This is an optimization exercise on Yosys and OpenROAD, whose aim is small area, not a production implementation.
Function was checked by simulation only, so behaviour that the tests miss may differ from the original.
Power and IR drop assume default switching activity. The clock port is modelled as an ideal driver; clocking choices that lean on that would not hold on a real chip.

==> job 5234: inputs <==
==> flow/design.v <==
package buf_ctrl_pkg;
   typedef enum logic [1:0] {
      PHASE_0 = 2'd0,
      PHASE_1 = 2'd1,
      PHASE_2 = 2'd2
   } tribuf_phase_t;
   typedef enum logic [1:0] {
      IBUF_IDLE   = 2'd0,
      IBUF_STREAM = 2'd1,
      IBUF_FULL   = 2'd2
   } ibuf_state_t;
endpackage
package sample_pkg;
   parameter int BFP_W = 6;
   typedef logic [BFP_W-1:0] sample_bw_t;
endpackage
module istream_writer #(
   parameter int FRAME_LEN = 16,
   localparam int AW = $clog2(FRAME_LEN)
) (
   input  logic          clk,
   input  logic          rst,
   input  logic          run,
   input  logic          sact_istream,
   output logic          wr_act,
   output logic [AW-1:0] wr_addr,
   output buf_ctrl_pkg::ibuf_state_t input_buffer_status
);
   buf_ctrl_pkg::ibuf_state_t state;
   buf_ctrl_pkg::ibuf_state_t state_n;
   logic [AW-1:0] cnt;
   logic last_sample;
   assign input_buffer_status = state;
   assign wr_act = sact_istream && (state == buf_ctrl_pkg::IBUF_STREAM);
   assign last_sample = (cnt == AW'(FRAME_LEN - 1));
   always_comb begin
      state_n = state;
      case (state)
         buf_ctrl_pkg::IBUF_IDLE: state_n = buf_ctrl_pkg::IBUF_STREAM;
         buf_ctrl_pkg::IBUF_STREAM: begin
            if (!run && wr_act && last_sample) begin
               state_n = buf_ctrl_pkg::IBUF_FULL;
            end
         end
         buf_ctrl_pkg::IBUF_FULL: begin
            if (run) begin
               state_n = buf_ctrl_pkg::IBUF_STREAM;
            end
         end
         default: state_n = buf_ctrl_pkg::IBUF_IDLE;
      endcase
   end
   always_ff @(posedge clk) begin
      if (rst) begin
         state <= buf_ctrl_pkg::IBUF_IDLE;
      end else begin
         state <= state_n;
      end
   end
   always_ff @(posedge clk) begin
      if (rst) begin
         cnt <= '0;
      end else if (run || state != buf_ctrl_pkg::IBUF_STREAM) begin
         cnt <= '0;
      end else if (wr_act) begin
         cnt <= cnt + 1'b1;
      end
   end
   always_comb begin
      for (int i = 0; i < AW; i++) begin
         wr_addr[i] = cnt[AW-1-i];
      end
   end
endmodule
module bfp_frame_scale #(
   parameter int DW = 16
) (
   input  logic                 clk,
   input  logic                 rst,
   input  logic                 run,
   input  logic                 sample_act,
   input  logic signed [DW-1:0] sample_real,
   input  logic signed [DW-1:0] sample_imag,
   output sample_pkg::sample_bw_t frame_bw
);
   localparam int BW = sample_pkg::BFP_W;
   logic [DW-2:0] sig_real;
   logic [DW-2:0] sig_imag;
   logic [DW-2:0] acc;
   logic [DW-2:0] acc_n;
   logic [BW-2:0] bw_q;
   logic [BW-2:0] bw_n;
   assign sig_real = sample_real[DW-2:0] ^ {(DW-1){sample_real[DW-1]}};
   assign sig_imag = sample_imag[DW-2:0] ^ {(DW-1){sample_imag[DW-1]}};
   assign acc_n = acc | ({(DW-1){sample_act}} & (sig_real | sig_imag));
   always_comb begin
      bw_n = (BW-1)'(1);
      for (int i = 0; i < DW - 1; i++) begin
         if (acc_n[i]) begin
            bw_n = (BW-1)'(i + 2);
         end
      end
   end
   always_ff @(posedge clk) begin
      if (rst || run) begin
         acc <= '0;
      end else begin
         acc <= acc_n;
      end
   end
   always_ff @(posedge clk) begin
      if (rst) begin
         bw_q <= (BW-1)'(1);
      end else if (run) begin
         bw_q <= bw_n;
      end
   end
   assign frame_bw = {1'b0, bw_q};
endmodule
module tribuf_arbiter #(
   parameter int FRAME_LEN = 16,
   parameter int DW = 16,
   localparam int AW = $clog2(FRAME_LEN)
) (
   input  logic                 clk,
   input  logic                 rst,
   input  logic                 run,
   input  logic                 wr_act,
   input  logic [AW-1:0]        wr_addr,
   input  logic signed [DW-1:0] wr_real,
   input  logic signed [DW-1:0] wr_imag,
   input  logic                 dmaact,
   input  logic [AW-1:0]        dmaa,
   output logic signed [DW-1:0] dmadr_real,
   output logic signed [DW-1:0] dmadr_imag
);
   localparam int NW = 3 * FRAME_LEN;
   logic [2:0] phase;
   logic [2:0] dma_bank;
   logic [2*DW-1:0] wdw;
   logic [2*DW-1:0] mem [NW];
   logic [NW-1:0] wsel;
   logic [NW-1:0] rsel;
   logic [2*DW-1:0] rd_word;
   logic [2*DW-1:0] rd_q;
   always_ff @(posedge clk) begin
      if (rst) begin
         phase <= 3'b001;
      end else if (run) begin
         phase <= {phase[1:0], phase[2]};
      end
   end
   assign dma_bank = {phase[1:0], phase[2]};
   assign wdw = {wr_imag, wr_real};
   always_comb begin
      for (int b = 0; b < 3; b++) begin
         for (int i = 0; i < FRAME_LEN; i++) begin
            wsel[b*FRAME_LEN+i] = wr_act && phase[b] && (wr_addr == AW'(i));
            rsel[b*FRAME_LEN+i] = !rst && dma_bank[b] && (dmaa == AW'(i));
         end
      end
   end
   for (genvar w = 0; w < NW; w++) begin : g_word
      always_ff @(posedge clk) begin
         if (wsel[w]) begin
            mem[w] <= wdw;
         end
      end
   end
   logic [2*DW-1:0] term_n [NW/3];
   for (genvar g = 0; g < NW / 3; g++) begin : g_term
      for (genvar k = 0; k < 2 * DW; k++) begin : g_bit
         rd_term3 u_term (
            .s0 (rsel[3*g]),
            .s1 (rsel[3*g+1]),
            .s2 (rsel[3*g+2]),
            .d0 (mem[3*g][k]),
            .d1 (mem[3*g+1][k]),
            .d2 (mem[3*g+2][k]),
            .y_n (term_n[g][k])
         );
      end
   end
   always_comb begin
      rd_word = '1;
      for (int g = 0; g < NW / 3; g++) begin
         rd_word = rd_word & term_n[g];
      end
      rd_word = ~rd_word;
   end
   always_ff @(posedge clk) begin
      if (rst || dmaact) begin
         rd_q <= rd_word;
      end
   end
   assign {dmadr_imag, dmadr_real} = rd_q;
endmodule
module rd_term3 (
   input  logic s0,
   input  logic s1,
   input  logic s2,
   input  logic d0,
   input  logic d1,
   input  logic d2,
   output logic y_n
);
   assign y_n = ~((s0 & d0) | (s1 & d1) | (s2 & d2));
endmodule
module fft_buf_top #(
   parameter int FRAME_LEN = 16,
   parameter int DW = 16,
   localparam int AW = $clog2(FRAME_LEN)
) (
   input  logic                 clk,
   input  logic                 rst,
   input  logic                 run,
   input  logic                 sact_istream,
   input  logic signed [DW-1:0] sdw_istream_real,
   input  logic signed [DW-1:0] sdw_istream_imag,
   input  logic                 dmaact,
   input  logic [AW-1:0]        dmaa,
   output logic signed [DW-1:0] dmadr_real,
   output logic signed [DW-1:0] dmadr_imag,
   output logic [1:0]           input_buffer_status,
   output logic [5:0]           frame_bw
);
   logic wr_act;
   logic [AW-1:0] wr_addr;
   istream_writer #(
      .FRAME_LEN (FRAME_LEN)
   ) u_writer (
      .clk                 (clk),
      .rst                 (rst),
      .run                 (run),
      .sact_istream        (sact_istream),
      .wr_act              (wr_act),
      .wr_addr             (wr_addr),
      .input_buffer_status (input_buffer_status)
   );
   bfp_frame_scale #(
      .DW (DW)
   ) u_scale (
      .clk         (clk),
      .rst         (rst),
      .run         (run),
      .sample_act  (wr_act),
      .sample_real (sdw_istream_real),
      .sample_imag (sdw_istream_imag),
      .frame_bw    (frame_bw)
   );
   tribuf_arbiter #(
      .FRAME_LEN (FRAME_LEN),
      .DW        (DW)
   ) u_arbiter (
      .clk        (clk),
      .rst        (rst),
      .run        (run),
      .wr_act     (wr_act),
      .wr_addr    (wr_addr),
      .wr_real    (sdw_istream_real),
      .wr_imag    (sdw_istream_imag),
      .dmaact     (dmaact),
      .dmaa       (dmaa),
      .dmadr_real (dmadr_real),
      .dmadr_imag (dmadr_imag)
   );
endmodule
==> flow/run.sh <==
#!/bin/bash
# synth_recipe.tcl (not shown) runs the flow's synth.tcl, then flattens the netlist and writes it again
# the make line also repeats each setting of config.mk as NAME=value (left out here)
make -C /OpenROAD-flow-scripts/flow DESIGN_CONFIG=/design/flow/config.mk WORK_HOME=/design/flow/orfs CLKGATE_MAP_FILE= SYNTH_SCRIPT=/design/flow/synth_recipe.tcl finish
==> flow/config.mk <==
export PLATFORM = sky130hd
export DESIGN_NAME = fft_buf_top
export DESIGN_NICKNAME = fft_buf_top
export VERILOG_FILES = /design/flow/design.v
export SDC_FILE = /design/flow/constraint.sdc
export NUM_CORES = 4
export LEC_CHECK = 0
export CAP_MARGIN = 20
export CORE_MARGIN = 2
export CORE_UTILIZATION = 40
export SLEW_MARGIN = 20
export SYNTH_HIERARCHICAL = 1
export SYNTH_MINIMUM_KEEP_SIZE = 0
==> flow/constraint.sdc <==
create_clock -name core_clock -period 6.0 [get_ports {clk}]
set_input_delay 1.2000 -clock core_clock [delete_from_list [all_inputs] [get_ports {clk}]]
set_output_delay 1.2000 -clock core_clock [all_outputs]
set_load 0.01 [all_outputs]
==> inputs of job 5948, as changes to job 5234 <==
==> flow/flow/run.sh (new file) <==
#!/bin/bash
# Standard layout, with a clock tree built from fewer, larger sink clusters
# and without dummy loads, and the smallest buffer on each port.
set -euo pipefail
export CTS_ARGS="-sink_clustering_enable -repair_clock_nets -dont_use_dummy_load -sink_clustering_size 30 -sink_clustering_max_diameter 90"
export BUFFER_PORTS_ARGS="-buffer_cell sky130_fd_sc_hd__buf_1"
bash standard.sh > standard_flow.log 2>&1
==> flow/standard.sh (new file) <==
#!/bin/bash
# synth_recipe.tcl (not shown) runs the flow's synth.tcl, then flattens the netlist and writes it again
# the make line also repeats each setting of config.mk as NAME=value (left out here)
make -C /OpenROAD-flow-scripts/flow DESIGN_CONFIG=/design/flow/config.mk WORK_HOME=/design/flow/orfs CLKGATE_MAP_FILE= SYNTH_SCRIPT=/design/flow/synth_recipe.tcl "${@:-finish}"
--- a/flow/config.mk
+++ b/flow/config.mk
@@ -7,6 +7,6 @@
 export LEC_CHECK = 0
-export CAP_MARGIN = 20
+export CAP_MARGIN = 5
 export CORE_MARGIN = 2
-export CORE_UTILIZATION = 40
-export SLEW_MARGIN = 20
+export CORE_UTILIZATION = 70
+export SLEW_MARGIN = 5
 export SYNTH_HIERARCHICAL = 1
removed: flow/run.sh
==> inputs of job 729, as changes to job 5234 <==
==> flow/design.v, changed modules only <==
module sample_bank #(
   parameter int DEPTH = 8,
   parameter int DW = 16,
   localparam int AW = (DEPTH > 1) ? $clog2(DEPTH) : 1
) (
   input  logic          clk,
   input  logic          wact,
   input  logic [AW-1:0] wa,
   input  logic [2*DW-1:0] wdw,
   input  logic          ract,
   input  logic [AW-1:0] ra,
   output logic [2*DW-1:0] rdr
);
   logic [2*DW-1:0] mem [DEPTH];
   always_ff @(posedge clk) begin
      if (wact) begin
         mem[wa] <= wdw;
      end
   end
   always_ff @(posedge clk) begin
      if (ract) begin
         rdr <= mem[ra];
      end
   end
endmodule
module bfp_frame_scale #(
   parameter int DW = 16
) (
   input  logic                 clk,
   input  logic                 rst,
   input  logic                 run,
   input  logic                 sample_act,
   input  logic signed [DW-1:0] sample_real,
   input  logic signed [DW-1:0] sample_imag,
   output sample_pkg::sample_bw_t frame_bw
);
   localparam int BW = sample_pkg::BFP_W;
   sample_pkg::sample_bw_t bw_real;
   sample_pkg::sample_bw_t bw_imag;
   sample_pkg::sample_bw_t sample_bw;
   sample_pkg::sample_bw_t run_max;
   sample_pkg::sample_bw_t run_max_n;
   function automatic logic [sample_pkg::BFP_W-1:0] bit_width(input logic signed [DW-1:0] v);
      logic [DW-1:0] m;
      sample_pkg::sample_bw_t n;
      m = v[DW-1] ? ~v : v;
      n = BW'(1);
      for (int i = 0; i < DW - 1; i++) begin
         if (m[i]) begin
            n = BW'(i + 2);
         end
      end
      bit_width = n;
   endfunction
   assign bw_real = bit_width(sample_real);
   assign bw_imag = bit_width(sample_imag);
   assign sample_bw = (bw_real > bw_imag) ? bw_real : bw_imag;
   assign run_max_n = (sample_act && sample_bw > run_max) ? sample_bw : run_max;
   always_ff @(posedge clk) begin
      if (rst) begin
         run_max <= BW'(1);
         frame_bw <= BW'(1);
      end else if (run) begin
         run_max <= BW'(1);
         frame_bw <= run_max_n;
      end else begin
         run_max <= run_max_n;
      end
   end
endmodule
module tribuf_arbiter #(
   parameter int FRAME_LEN = 16,
   parameter int DW = 16,
   localparam int AW = $clog2(FRAME_LEN)
) (
   input  logic                 clk,
   input  logic                 rst,
   input  logic                 run,
   input  logic                 wr_act,
   input  logic [AW-1:0]        wr_addr,
   input  logic signed [DW-1:0] wr_real,
   input  logic signed [DW-1:0] wr_imag,
   input  logic                 dmaact,
   input  logic [AW-1:0]        dmaa,
   output logic signed [DW-1:0] dmadr_real,
   output logic signed [DW-1:0] dmadr_imag
);
   buf_ctrl_pkg::tribuf_phase_t phase;
   logic [1:0] wr_bank;
   logic [1:0] dma_bank;
   logic [1:0] dma_bank_q;
   logic dma_lsb_q;
   logic dma_seen;
   logic [2*DW-1:0] wdw;
   logic [2*DW-1:0] rd_word;
   logic [2*DW-1:0] rdr [3][2];
   always_ff @(posedge clk) begin
      if (rst) begin
         phase <= buf_ctrl_pkg::PHASE_0;
      end else if (run) begin
         case (phase)
            buf_ctrl_pkg::PHASE_0: phase <= buf_ctrl_pkg::PHASE_1;
            buf_ctrl_pkg::PHASE_1: phase <= buf_ctrl_pkg::PHASE_2;
            default: phase <= buf_ctrl_pkg::PHASE_0;
         endcase
      end
   end
   assign wr_bank = 2'(phase);
   always_comb begin
      case (phase)
         buf_ctrl_pkg::PHASE_0: dma_bank = 2'd1;
         buf_ctrl_pkg::PHASE_1: dma_bank = 2'd2;
         default: dma_bank = 2'd0;
      endcase
   end
   assign wdw = {wr_imag, wr_real};
   for (genvar b = 0; b < 3; b++) begin : g_bank
      for (genvar h = 0; h < 2; h++) begin : g_half
         sample_bank #(
            .DEPTH (FRAME_LEN / 2),
            .DW    (DW)
         ) u_bank (
            .clk  (clk),
            .wact (wr_act && wr_bank == 2'(b) && wr_addr[0] == 1'(h)),
            .wa   (wr_addr[AW-1:1]),
            .wdw  (wdw),
            .ract (dmaact && dma_bank == 2'(b) && dmaa[0] == 1'(h)),
            .ra   (dmaa[AW-1:1]),
            .rdr  (rdr[b][h])
         );
      end
   end
   always_ff @(posedge clk) begin
      if (rst) begin
         dma_seen <= 1'b0;
         dma_bank_q <= 2'd0;
         dma_lsb_q <= 1'b0;
      end else if (dmaact) begin
         dma_seen <= 1'b1;
         dma_bank_q <= dma_bank;
         dma_lsb_q <= dmaa[0];
      end
   end
   always_comb begin
      rd_word = '0;
      if (dma_seen) begin
         rd_word = rdr[dma_bank_q][dma_lsb_q];
      end
   end
   assign {dmadr_imag, dmadr_real} = rd_word;
endmodule
// module rd_term3 removed
--- a/flow/config.mk
+++ b/flow/config.mk
@@ -11,3 +11 @@
 export SLEW_MARGIN = 20
-export SYNTH_HIERARCHICAL = 1
-export SYNTH_MINIMUM_KEEP_SIZE = 0
==> summary.txt <==
Routed WL per cell: job 729 31.54 microns; job 5948 41.46 microns; job 5234 34.36 microns
Antenna violations before repair: job 729 23; job 5948 24; job 5234 21
Highest achievable clock rate: job 729 0.1852 GHz; job 5948 0.2411 GHz; job 5234 0.2211 GHz
Net count of the finished layout: job 729 3,300; job 5948 2,857; job 5234 2,964
Initial Utilization: job 729 40.20%; job 5948 70.54%; job 5234 40.36%
Post-placement setup slack: job 729 0.3914 ns; job 5948 1.333 ns; job 5234 0.6881 ns
Buffer share of cell area: job 729 2.856%; job 5948 2.167%; job 5234 2.838%
Total placed cells including tap cells: job 729 5,275; job 5948 3,803; job 5234 4,550
Distinct cell type count after synthesis: job 729 58; job 5948 53; job 5234 53
Total of flip-flops plus latches after synthesis: job 729 1,752; job 5948 1,597; job 5234 1,597
Clk network pwr share: job 729 41.8%; job 5948 26.7%; job 5234 42.6%
Signal buffers: job 729 222; job 5948 205; job 5234 210
Status: job 729 no timing/DRC/antenna violations; job 5948 no timing/DRC/antenna violations; job 5234 no timing/DRC/antenna violations
Wire length of the first global-routing pass: job 729 248.2 mm; job 5948 220.6 mm; job 5234 230.9 mm
Critical path class: job 729 flop to primary output; job 5948 primary input to flop; job 5234 primary input to flop
Cell count along the critical path: job 729 6; job 5948 7; job 5234 8
Portion of the post-synthesis area used by sequential elements: job 729 78.08%; job 5948 85.67%; job 5234 85.67%
FF+latch area: job 729 0.05238 sq mm; job 5948 0.04767 sq mm; job 5234 0.04767 sq mm
Clock group power: job 729 10,700 uW; job 5948 4750 uW; job 5234 9690 uW
Launch instance of the worst min-delay path: job 729 u_scale.run_max[5]; job 5948 u_scale.acc[0]; job 5234 u_scale.bw_q[3]
Post-Syn Area: job 729 0.06707 sq mm; job 5948 0.05564 sq mm; job 5234 0.05564 sq mm
Multiplexer fraction of the synthesized cell area: job 729 16.52%; job 5948 0.05397%; job 5234 0.05397%

==> afterwards: timing with drivers on the ports <==
The flow's constraints put no driver on any port. The routed layouts listed below were extracted and timed again, unchanged, in two steps. Step 1 assumes that a clkbuf_16 drives the clock port and a buf_2 every other input. Step 2 also shifts input and output timing later by t, the mid clock arrival at the registers, as if the neighbouring blocks saw the same clock. a / b / c = ideal / step 1 / step 2; a / b = the first two.
run | shift t [ns] | slack for setup (ns) | worst data-port slew with drivers (ns)
job 5234 | 0.845 | 1.477 / 1.450 / 0.605 | 0.13
job 5948 | 0.732 | 1.853 / 1.898 / 1.166 | 0.14
job 729 | 0.869 | 0.601 / 0.521 / 0.217 | 0.33
After both steps every run listed still meets setup and hold. For job 5234, which loses most, drivers alone change the setup slack by -0.027 ns; drivers and shift together by -0.872 ns.
